Context: an optimization exercise on an open-source flow, tuned for small area, a short achievable clock period and few clock cycles per item. The choices shown serve that exercise and are no tape-out recipe.
The RTL was checked by simulation tests, not by an equivalence proof against the original design.

Design lenet_top, start of the top module:
module lenet_top (
    input  logic         clk,
    input  logic         rst,
    input  logic         start,
    input  logic         load_en,
    input  logic [2:0]   load_row_idx,
    input  logic [127:0] load_row,
    input  logic         ker_wr_en,
    input  logic [19:0]  ker_wr,
    input  logic [1:0]   rd_row_idx,
    output logic [47:0]  rd_row,
    output logic         busy,
    output logic         done
);
Size in the first run: roughly 11000 cells after synthesis, about 0.12 mm² of cells after synthesis.
export LEC_CHECK = 0
export CAP_MARGIN = 20
export CORE_MARGIN = 2
export CORE_UTILIZATION = 60
export SETUP_SLACK_MARGIN = 5
export SLEW_MARGIN = 20
create_clock -name core_clock -period 11.0 [get_ports {clk}]
standard.sh (not shown) runs the stock make flow with config.mk's settings and CLKGATE_MAP_FILE= SYNTH_SCRIPT=/design/flow/synth_recipe.tcl, a recipe that flattens the netlist after the stock synthesis.
==> flow/flow/run.sh <==
#!/bin/bash
set -euo pipefail
bash standard.sh SETUP_SLACK_MARGIN=7.0 finish > flow_make.log 2>&1
The first run finished with timing, DRC and antenna clean.
Testbench counts at the start, summed over its fixed seeds: cycles 2,280, images 96.
Change:
==> flow/flow/run.sh (replaced) <==
#!/bin/bash
set -euo pipefail
bash standard.sh SETUP_SLACK_MARGIN=6.5 finish > flow_make.log 2>&1
CORE_UTILIZATION = 40   (was 60)
- The new run completed without violations
- critical path depth went down by 8
- cell area went down by 4.4%
- worst setup slack loses 0.28 ns
- core utilization went down by 26 points
- hold slack barely changes
- count of clock-buffer cells in the layout went up by 18
- non-clock buffer count went down by 423
- routed wire length went down by 6.2%

========
lenet_top again, from the RTL that the note above started with.
// lenet_top
module lenet_top (
    input  logic         clk,
    input  logic         rst,
    input  logic         start,
    input  logic         load_en,
    input  logic [2:0]   load_row_idx,
    input  logic [127:0] load_row,
    input  logic         ker_wr_en,
    input  logic [19:0]  ker_wr,
    input  logic [1:0]   rd_row_idx,
    output logic [47:0]  rd_row,
    output logic         busy,
    output logic         done
);
    logic [127:0] img [8];
    logic [7:0]   row_nar;           
    logic [15:0]  ker [9];
    logic [15:0]  bias;
    logic [47:0]  res [3];           
    function automatic logic pix_narrow(input logic [15:0] p);
        pix_narrow = (p[15:10] == 6'h00) || (p[15:10] == 6'h3f);
    endfunction
    function automatic logic w_narrow(input logic [15:0] w);
        w_narrow = (w[15:7] == 9'h000) || (w[15:7] == 9'h1ff);
    endfunction
    logic load_nar;
    always_comb
    begin
        load_nar = 1'b1;
        for (int c = 0; c < 8; c++)
            if (!pix_narrow(load_row[16*c +: 16]))
                load_nar = 1'b0;
    end
    for (genvar j = 0; j < 8; j++)
    begin : g_img
        always_ff @(posedge clk)
        begin
            if (load_en && load_row_idx == 3'(j))
            begin
                img[j]     <= load_row;
                row_nar[j] <= load_nar;
            end
        end
    end
    for (genvar t = 0; t < 9; t++)
    begin : g_ker
        always_ff @(posedge clk)
        begin
            if (ker_wr_en && ker_wr[19:16] == 4'(t))
                ker[t] <= ker_wr[15:0];
        end
    end
    always_ff @(posedge clk)
    begin
        if (ker_wr_en && ker_wr[19:16] == 4'd9)
            bias <= ker_wr[15:0];
    end
    logic [2:0] krow_nar;
    for (genvar r = 0; r < 3; r++)
    begin : g_knar
        assign krow_nar[r] = w_narrow(ker[3*r]) && w_narrow(ker[3*r+1]) && w_narrow(ker[3*r+2]);
    end
    logic       busy_r;
    logic       done_r;
  ...
Settings: LEC_CHECK=0, CAP_MARGIN=20, CORE_MARGIN=2, CORE_UTILIZATION=60, SETUP_SLACK_MARGIN=5, SLEW_MARGIN=20; clock period 11.0 ns.
==> flow/flow/run.sh <==
#!/bin/bash
set -euo pipefail
bash standard.sh SETUP_SLACK_MARGIN=6.5 finish > flow_make.log 2>&1
The baseline went through all stages and came out clean.
Testbench counts at the start, summed over its fixed seeds: cycles 2,280, images 96.
Rerun with:
==> flow/flow/run.sh (replaced) <==
#!/bin/bash
set -euo pipefail
bash standard.sh SETUP_SLACK_MARGIN=6.8 finish > flow_make.log 2>&1
Effect: Register-to-register slack is better by 0.19 ns; worst setup slack is better by 0.19 ns; first-iteration DRC count is higher by about 7%; count of clock-buffer cells in the layout stays the same; clock skew is higher by 0.0044 ns; area after synthesis does not change; fmax is higher by 4.5%; flip-flop and latch count is unchanged.

==> what the ideal ports hide <==
The flow's constraints put no driver on any port. The routed layouts listed below were extracted and timed again, unchanged, in two steps.
Step 1 sets driving cells, clkbuf_16 on the clock port and buf_2 on the other inputs (assumed; they add their load-dependent delay and slew).
Step 2 moves the port delays by t, midway between the first and last clock arrival at a register: inputs arrive t later, outputs are due t later. That takes back most of the time a late clock gives input paths.
Three values: ideal, step 1, step 2; two values: the first two.
| run | shift t [ns] | setup WS [ns] | worst register clock-pin slew, ns | worst slew at a driven data input, ns |
|---|---|---|---|---|
| the first run of note 1 | 0.963 | 6.772 / 6.772 / 6.177 | 0.08 / 0.08 | 0.19 |
| the second run of note 1 | 0.990 | 6.490 / 6.490 / 5.644 | 0.07 / 0.07 | 0.17 |
| the first run of note 2 | 0.956 | 6.523 / 6.523 / 5.713 | 0.08 / 0.08 | 0.19 |
| the second run of note 2 | 0.957 | 6.714 / 6.714 / 5.977 | 0.08 / 0.08 | 0.18 |
After both steps setup and hold are still met in every run listed. For the second run of note 1, which loses most, drivers alone change the setup slack by 0.000 ns; drivers and shift together by -0.846 ns.
